Source: an optimization exercise on an open RTL-to-GDS flow (aim: small area, a short achievable clock period and few clock cycles). Production flows keep margins and buffers that such runs may drop. Only simulation tests tie the RTL to the original design; equivalence was not proved. Power and IR drop assume default switching activity.

nickel:
==> flow/design.v <==
module cache_lookup_ctrl #(
  parameter int unsigned AWIDTH = 6,
  parameter int unsigned WAYS   = 8,
  parameter int unsigned WWIDTH = 3,
  parameter int unsigned TWIDTH = 8
) (
  input  logic                     clk,
  input  logic                     reset,
  input  logic                     cpu_valid,
  output logic                     cpu_ready,
  input  logic [TWIDTH+AWIDTH-1:0] cpu_addr,
  output logic                     resp_valid,
  input  logic                     resp_ready,
  output logic                     resp_hit,
  output logic [WWIDTH-1:0]        resp_way,
  output logic                     mem_req,
  output logic [TWIDTH+AWIDTH-1:0] mem_addr,
  input  logic                     mem_ack,
  output logic [AWIDTH-1:0]        rpl_addr,
  output logic                     rpl_wr,
  output logic                     rpl_hit,
  input  logic [WWIDTH-1:0]        rpl_way
);
  localparam int unsigned Sets = 2 ** AWIDTH;
  logic [WAYS-1:0][TWIDTH-1:0] tag_q [Sets];
  logic [WWIDTH:0]             cnt_q [Sets];
  logic              look_q;    
  logic              wait_q;    
  logic              hold_q;    
  logic [TWIDTH-1:0] req_tag_q;
  logic [AWIDTH-1:0] req_idx_q;
  logic              hit_q;     
  logic [WWIDTH-1:0] hway_q;    
  logic [WWIDTH:0]   cnt_q_r;   
  logic              rhit_q;    
  logic [WWIDTH-1:0] way_q;
  logic [AWIDTH-1:0] cpu_idx;
  logic [TWIDTH-1:0] cpu_tag;
  assign cpu_idx = cpu_addr[AWIDTH-1:0];
  assign cpu_tag = cpu_addr[TWIDTH+AWIDTH-1:AWIDTH];
  logic              miss, full;
  logic [WWIDTH-1:0] victim;
  always_comb begin
    miss   = look_q && !hit_q;
    full   = cnt_q_r[WWIDTH];
    victim = full ? rpl_way : cnt_q_r[WWIDTH-1:0];
  end
  logic [WAYS-1:0][TWIDTH-1:0] rd_tag;
  logic [WWIDTH:0]   rd_cnt, cnt_new;
  logic              fw;
  logic [WAYS-1:0]   match;
  logic              hit_new;
  logic [WWIDTH-1:0] hway_new;
  always_comb begin
    rd_tag  = tag_q[cpu_idx];
    rd_cnt  = cnt_q[cpu_idx];
    fw      = miss && (cpu_idx == req_idx_q);
    cnt_new = rd_cnt + {{WWIDTH{1'b0}}, fw && !full};
    for (int w = 0; w < WAYS; w++) begin
      if (fw && (victim == WWIDTH'(w)))
        match[w] = (req_tag_q == cpu_tag);
      else
        match[w] = ((WWIDTH+1)'(w) < rd_cnt) && (rd_tag[w] == cpu_tag);
    end
    hit_new  = |match;
    hway_new = '0;
    for (int w = 0; w < WAYS; w++)
      if (match[w]) hway_new = hway_new | WWIDTH'(w);
  end
  logic accept;
  always_comb begin
    mem_req    = miss || wait_q;
    mem_addr   = {req_tag_q, req_idx_q};
    resp_valid = (look_q && hit_q) || (mem_req && mem_ack) || hold_q;
    resp_hit   = look_q ? hit_q : rhit_q;
    resp_way   = look_q ? (hit_q ? hway_q : victim) : way_q;
    rpl_addr   = req_idx_q;
    rpl_wr     = miss && full;
    rpl_hit    = 1'b0;
    cpu_ready  = !(look_q || wait_q || hold_q) || (resp_valid && resp_ready);
    accept     = cpu_valid && cpu_ready;
  end
  always_ff @(posedge clk) begin
    if (reset) begin
      look_q <= 1'b0;
      wait_q <= 1'b0;
      hold_q <= 1'b0;
    end else begin
      look_q <= accept;
      wait_q <= mem_req && !mem_ack;
      hold_q <= resp_valid && !resp_ready;
    end
  end
  always_ff @(posedge clk) begin
    if (accept) begin
      req_tag_q <= cpu_tag;
      req_idx_q <= cpu_idx;
    end
    hit_q   <= hit_new;
    hway_q  <= hway_new;
    cnt_q_r <= cnt_new;
    if (look_q) begin
      rhit_q <= hit_q;
      way_q  <= hit_q ? hway_q : victim;
    end
  end
  for (genvar s = 0; s < Sets; s++) begin : g_set
    always_ff @(posedge clk) begin
      if (reset) cnt_q[s] <= '0;
      else if (miss && !full && (req_idx_q == AWIDTH'(s))) cnt_q[s] <= cnt_q_r + 1'b1;
    end
    for (genvar w = 0; w < WAYS; w++) begin : g_way
      always_ff @(posedge clk) begin
        if (miss && (req_idx_q == AWIDTH'(s)) && (victim == WWIDTH'(w))) tag_q[s][w] <= req_tag_q;
      end
    end
  end
endmodule
Settings: LEC_CHECK=0, CAP_MARGIN=30, CORE_MARGIN=2, CORE_UTILIZATION=55, CTS_CLUSTER_DIAMETER=80, CTS_CLUSTER_SIZE=20, SETUP_SLACK_MARGIN=2, SLEW_MARGIN=40, TNS_END_PERCENT=5; clock period 5.5 ns.
run.sh (not shown) runs the stock make flow with config.mk's settings and CLKGATE_MAP_FILE= SYNTH_SCRIPT=/design/flow/synth_recipe.tcl, a recipe that flattens the netlist after the stock synthesis.
Testbench counts of nickel, summed over its fixed seeds: cycles 21,037.
### nickel -> harbor
--- a/flow/config.mk
+++ b/flow/config.mk
@@ -10 +10 @@
-export CORE_UTILIZATION = 55
+export CORE_UTILIZATION = 50
@@ -15 +14,0 @@
-export TNS_END_PERCENT = 5
## What came out
As far as count of inverters not on the clock network in the layout goes, harbor and nickel are indistinguishable; the numbers are identical.
Lower routed wire length per instance goes to nickel over harbor.
From nickel to harbor the numbers moved as follows: wire length saw an increase, total power saw little to no change.
Diff nickel -> harbor: number of ordinary and repair buffers in the finished layout now sits lower, maximum achievable frequency now sits higher.
harbor reports a lower global placement routability congestion than nickel does.
Diff nickel -> harbor: minimum period implied by the final worst setup slack lower, final critical-path setup slack higher.
NOTE: number of buffers created by CTS in harbor falls short of that of nickel

==> afterwards: timing with drivers on the ports <==
The results above use ideal ports. As a check the final layouts listed here were re-extracted and re-timed, cells and wires unchanged. Step 1: set_driving_cell puts a clkbuf_16 on clk and a buf_2 on each other input, an assumption about the parent block. Step 2 also shifts input and output timing later by t, the mid clock arrival at the registers, as if the neighbouring blocks saw the same clock. Slacks: ideal / step 1 / step 2; pairs: ideal / step 1.
| run | shift t [ns] | slack for setup (ns) | worst register clock-pin slew, ns |
|---|---|---|---|
| nickel | 1.098 | 1.322 / 1.106 / 0.008 | 0.09 / 0.09 |
| harbor | 1.118 | 1.364 / 1.092 / -0.025 | 0.10 / 0.10 |
With both steps, setup timing fails in harbor, where it was met with ideal ports. For harbor, which loses most, drivers alone change the setup slack by -0.272 ns; drivers and shift together by -1.389 ns.
